Source: an optimization exercise on an open RTL-to-GDS flow (aim: small area, a short achievable clock period and few clock cycles per item). Production flows keep margins and buffers that such runs may drop.
Function was checked by simulation only, so behaviour that the tests miss may differ from the original.

==> module dqvs_ctrl, before the edit <==
module dqvs_ctrl #(
  parameter int DEPTH = dqvs_pkg::DEPTH_DEF
) (
  input  logic             clk,
  input  logic             rst_n,
  input  logic             start,
  output logic             busy,
  input  dqvs_pkg::in_t    in_data,
  output logic             out_valid,
  output dqvs_pkg::out_t   out_data,
  output logic [DEPTH-1:0] we,
  output logic [31:0]      value,
  input  logic [DEPTH-1:0] eq
);
  localparam int PTR_W = $clog2(DEPTH);
  localparam int CNT_W = $clog2(DEPTH + 1);
  localparam logic [CNT_W-1:0] FULL_CNT = CNT_W'(DEPTH);
  logic              v0_r;
  logic              pb0_r, pf0_r, qf0_r, qb0_r, sr0_r;   
  logic [1:0]        cls0_r;                              
  logic [31:0]       val0_r;
  logic              rst0_n_r;                            
  logic [PTR_W-1:0]  front_r;    
  logic [PTR_W-1:0]  back_r;     
  logic [CNT_W-1:0]  cnt_r;
  logic              full_r, empty_r;
  logic [DEPTH-1:0]  held_r;
  logic              v1_r, srch1_r;
  logic [1:0]        st1_r;
  logic [CNT_W-1:0]  cnt1_r;
  logic [31:0]       key1_r;
  logic [DEPTH-1:0]  match1_r;
  logic              out_valid_r;
  dqvs_pkg::out_t    out_r;
  logic [DEPTH-1:0]  clr_held;
  logic              push_b, push_f, pop_f, pop_b, push, pop;
  logic [1:0]        st;
  logic [CNT_W-1:0]  cnt_nxt;
  logic              found;
  always_ff @(posedge clk) begin
    if (!rst_n) begin
      v0_r  <= 1'b0;
      pb0_r <= 1'b0;
      pf0_r <= 1'b0;
      qf0_r <= 1'b0;
      qb0_r <= 1'b0;
    end else begin
      v0_r  <= start;
      pb0_r <= start && (in_data.cmd == dqvs_pkg::CMD_PUSH_BACK);
      pf0_r <= start && (in_data.cmd == dqvs_pkg::CMD_PUSH_FRONT);
      qf0_r <= start && (in_data.cmd == dqvs_pkg::CMD_POP_FRONT);
      qb0_r <= start && (in_data.cmd == dqvs_pkg::CMD_POP_BACK);
    end
  end
  always_ff @(posedge clk) begin
    sr0_r    <= (in_data.cmd == dqvs_pkg::CMD_SEARCH);
    cls0_r   <= {in_data.cmd[2:1] == 2'b00, in_data.cmd[2:1] == 2'b01};
    val0_r   <= in_data.value;
    rst0_n_r <= rst_n;
  end
  assign push_b = pb0_r && !full_r;
  assign push_f = pf0_r && !full_r;
  assign pop_f  = qf0_r && !empty_r;
  assign pop_b  = qb0_r && !empty_r;
  assign push   = push_b || push_f;
  assign pop    = pop_f || pop_b;
  always_comb begin
    st = dqvs_pkg::ST_OK;
    if (cls0_r[1] && full_r)  st = dqvs_pkg::ST_FULL;
    if (cls0_r[0] && empty_r) st = dqvs_pkg::ST_EMPTY;
  end
  logic [7:0] fhi, flo, bhi, blo;
  for (genvar k = 0; k < 8; k++) begin : g_pre
    assign fhi[k] = (front_r[5:3] == 3'(k));
    assign flo[k] = (front_r[2:0] == 3'(k));
    assign bhi[k] = (back_r[5:3] == 3'(k));
    assign blo[k] = (back_r[2:0] == 3'(k));
  end
  for (genvar i = 0; i < DEPTH; i++) begin : g_ent
    localparam int NX = (i + 1) % DEPTH;
    assign we[i]       = (push_b && bhi[i/8] && blo[i%8]) || (push_f && fhi[NX/8] && flo[NX%8]);
    assign clr_held[i] = (pop_f && fhi[i/8] && flo[i%8]) || (pop_b && bhi[NX/8] && blo[NX%8]);
  end
  always_comb begin
    cnt_nxt = cnt_r;
    if (push) cnt_nxt = cnt_r + CNT_W'(1);
    else if (pop) cnt_nxt = cnt_r - CNT_W'(1);
  end
  always_ff @(posedge clk) begin
    if (!rst0_n_r) begin
      front_r <= '0;
      back_r  <= '0;
      cnt_r   <= '0;
      full_r  <= 1'b0;
      empty_r <= 1'b1;
      held_r  <= '0;
    end else begin
      if (push_b) back_r <= back_r + PTR_W'(1);
      if (pop_b)  back_r <= back_r - PTR_W'(1);
      if (push_f) front_r <= front_r - PTR_W'(1);
      if (pop_f)  front_r <= front_r + PTR_W'(1);
      cnt_r   <= cnt_nxt;
      full_r  <= (cnt_nxt == FULL_CNT);
      empty_r <= (cnt_nxt == '0);
      held_r  <= (held_r | we) & ~clr_held;
    end
  end
  always_ff @(posedge clk) begin
    if (!rst_n) begin
      v1_r <= 1'b0;
    end else begin
      v1_r <= v0_r;
    end
  end
  always_ff @(posedge clk) begin
    srch1_r  <= sr0_r;
    st1_r    <= st;
    cnt1_r   <= cnt_nxt;
    key1_r   <= val0_r;
    match1_r <= eq & held_r;
  end
  assign found = |match1_r;
  always_ff @(posedge clk) begin
    if (!rst_n) begin
      out_valid_r <= 1'b0;
    end else begin
      out_valid_r <= v1_r;
    end
  end
  always_ff @(posedge clk) begin
    out_r.count <= cnt1_r;
    if (srch1_r) begin
      out_r.status      <= found ? dqvs_pkg::ST_OK : dqvs_pkg::ST_NOTFOUND;
      out_r.found_value <= found ? key1_r : '0;
    end else begin
      out_r.status      <= st1_r;
      out_r.found_value <= '0;
    end
  end
  assign value     = val0_r;
  assign busy      = 1'b0;
  assign out_valid = out_valid_r;
  assign out_data  = out_r;
endmodule
make LEC_CHECK=0 CAP_MARGIN=20 CORE_MARGIN=2 CORE_UTILIZATION=55 CTS_CLUSTER_DIAMETER=100 CTS_CLUSTER_SIZE=24 SETUP_SLACK_MARGIN=2.6 SLEW_MARGIN=20 finish   # period 5.0 ns
run.sh (not shown) runs the stock make flow with config.mk's settings and CLKGATE_MAP_FILE= SYNTH_SCRIPT=/design/flow/synth_recipe.tcl, a recipe that flattens the netlist after the stock synthesis.
Testbench counts at the start, summed over its fixed seeds: cycles 12,024, commands 12,000.
Rerun with:
--- a/flow/design.v
+++ b/flow/design.v
@@ -65,20 +65,20 @@
   logic              v0_r;
   logic              pb0_r, pf0_r, qf0_r, qb0_r, sr0_r;   
   logic [1:0]        cls0_r;                              
   logic [31:0]       val0_r;
   logic              rst0_n_r;                            
-  logic [PTR_W-1:0]  front_r;    
-  logic [PTR_W-1:0]  back_r;     
+  logic [7:0]        fhi_r, flo_r;   
+  logic [7:0]        bhi_r, blo_r;   
   logic [CNT_W-1:0]  cnt_r;
   logic              full_r, empty_r;
   logic [DEPTH-1:0]  held_r;
   logic              v1_r, srch1_r;
   logic [1:0]        st1_r;
   logic [CNT_W-1:0]  cnt1_r;
   logic [31:0]       key1_r;
-  logic [DEPTH-1:0]  match1_r;
+  logic [DEPTH/2-1:0] match1_r;   
   logic              out_valid_r;
   dqvs_pkg::out_t    out_r;
   logic [DEPTH-1:0]  clr_held;
   logic              push_b, push_f, pop_f, pop_b, push, pop;
   logic [1:0]        st;
@@ -115,16 +115,14 @@
     st = dqvs_pkg::ST_OK;
     if (cls0_r[1] && full_r)  st = dqvs_pkg::ST_FULL;
     if (cls0_r[0] && empty_r) st = dqvs_pkg::ST_EMPTY;
   end
   logic [7:0] fhi, flo, bhi, blo;
-  for (genvar k = 0; k < 8; k++) begin : g_pre
-    assign fhi[k] = (front_r[5:3] == 3'(k));
-    assign flo[k] = (front_r[2:0] == 3'(k));
-    assign bhi[k] = (back_r[5:3] == 3'(k));
-    assign blo[k] = (back_r[2:0] == 3'(k));
-  end
+  assign fhi = fhi_r;
+  assign flo = flo_r;
+  assign bhi = bhi_r;
+  assign blo = blo_r;
   for (genvar i = 0; i < DEPTH; i++) begin : g_ent
     localparam int NX = (i + 1) % DEPTH;
     assign we[i]       = (push_b && bhi[i/8] && blo[i%8]) || (push_f && fhi[NX/8] && flo[NX%8]);
     assign clr_held[i] = (pop_f && fhi[i/8] && flo[i%8]) || (pop_b && bhi[NX/8] && blo[NX%8]);
   end
@@ -133,21 +131,35 @@
     if (push) cnt_nxt = cnt_r + CNT_W'(1);
     else if (pop) cnt_nxt = cnt_r - CNT_W'(1);
   end
   always_ff @(posedge clk) begin
     if (!rst0_n_r) begin
-      front_r <= '0;
-      back_r  <= '0;
+      fhi_r   <= 8'd1;
+      flo_r   <= 8'd1;
+      bhi_r   <= 8'd1;
+      blo_r   <= 8'd1;
       cnt_r   <= '0;
       full_r  <= 1'b0;
       empty_r <= 1'b1;
       held_r  <= '0;
     end else begin
-      if (push_b) back_r <= back_r + PTR_W'(1);
-      if (pop_b)  back_r <= back_r - PTR_W'(1);
-      if (push_f) front_r <= front_r - PTR_W'(1);
-      if (pop_f)  front_r <= front_r + PTR_W'(1);
+      if (push_b) begin
+        blo_r <= {blo_r[6:0], blo_r[7]};
+        if (blo_r[7]) bhi_r <= {bhi_r[6:0], bhi_r[7]};
+      end
+      if (pop_b) begin
+        blo_r <= {blo_r[0], blo_r[7:1]};
+        if (blo_r[0]) bhi_r <= {bhi_r[0], bhi_r[7:1]};
+      end
+      if (pop_f) begin
+        flo_r <= {flo_r[6:0], flo_r[7]};
+        if (flo_r[7]) fhi_r <= {fhi_r[6:0], fhi_r[7]};
+      end
+      if (push_f) begin
+        flo_r <= {flo_r[0], flo_r[7:1]};
+        if (flo_r[0]) fhi_r <= {fhi_r[0], fhi_r[7:1]};
+      end
       cnt_r   <= cnt_nxt;
       full_r  <= (cnt_nxt == FULL_CNT);
       empty_r <= (cnt_nxt == '0);
       held_r  <= (held_r | we) & ~clr_held;
     end
@@ -162,11 +174,13 @@
   always_ff @(posedge clk) begin
     srch1_r  <= sr0_r;
     st1_r    <= st;
     cnt1_r   <= cnt_nxt;
     key1_r   <= val0_r;
-    match1_r <= eq & held_r;
+    for (int k = 0; k < DEPTH / 2; k++) begin
+      match1_r[k] <= (eq[2*k] && held_r[2*k]) || (eq[2*k+1] && held_r[2*k+1]);
+    end
   end
   assign found = |match1_r;
   always_ff @(posedge clk) begin
     if (!rst_n) begin
       out_valid_r <= 1'b0;
The changed run produced a clean layout.
Count of clock-buffer cells in the layout grows by 2.
Fmax rose by a few percent.
Via count goes down by a few percent.
Final area decreases by a few percent.
Routed wire length falls by a little under a tenth.
Die area fell slightly.
Worst hold slack is worse by 3.4 ps.
Testbench counts after the change, summed over its fixed seeds: cycles 12,024, commands 12,000.

[separate check: timing with driven ports]
No port has a modelled driver above. Below, the same layouts with a new extraction and two added sets of constraints. Step 1 sets driving cells, clkbuf_16 on the clock port and buf_2 on the other inputs (assumed; they add their load-dependent delay and slew). Step 2 times the ports against the registers' clock, not the clock port: input delays grow and output delays shrink by t, the midpoint of the rising clock arrivals with the driver on. a / b / c = ideal ports / drivers / drivers and shift; a / b = the first two.
| run | shift t [ns] | slack for setup (ns) | worst setup path after step 2 | cell pins on the clock port's net |
|---|---|---|---|---|
| the first run | 0.877 | 2.520 / 2.520 / 2.325 | input to register | 1 |
| the second run | 0.851 | 2.598 / 2.578 / 2.598 | register to register | 1 |
After both steps every run listed still meets setup and hold. The setup slack of the first run, which loses most, moves by 0.000 ns with the drivers and by -0.195 ns with both steps.
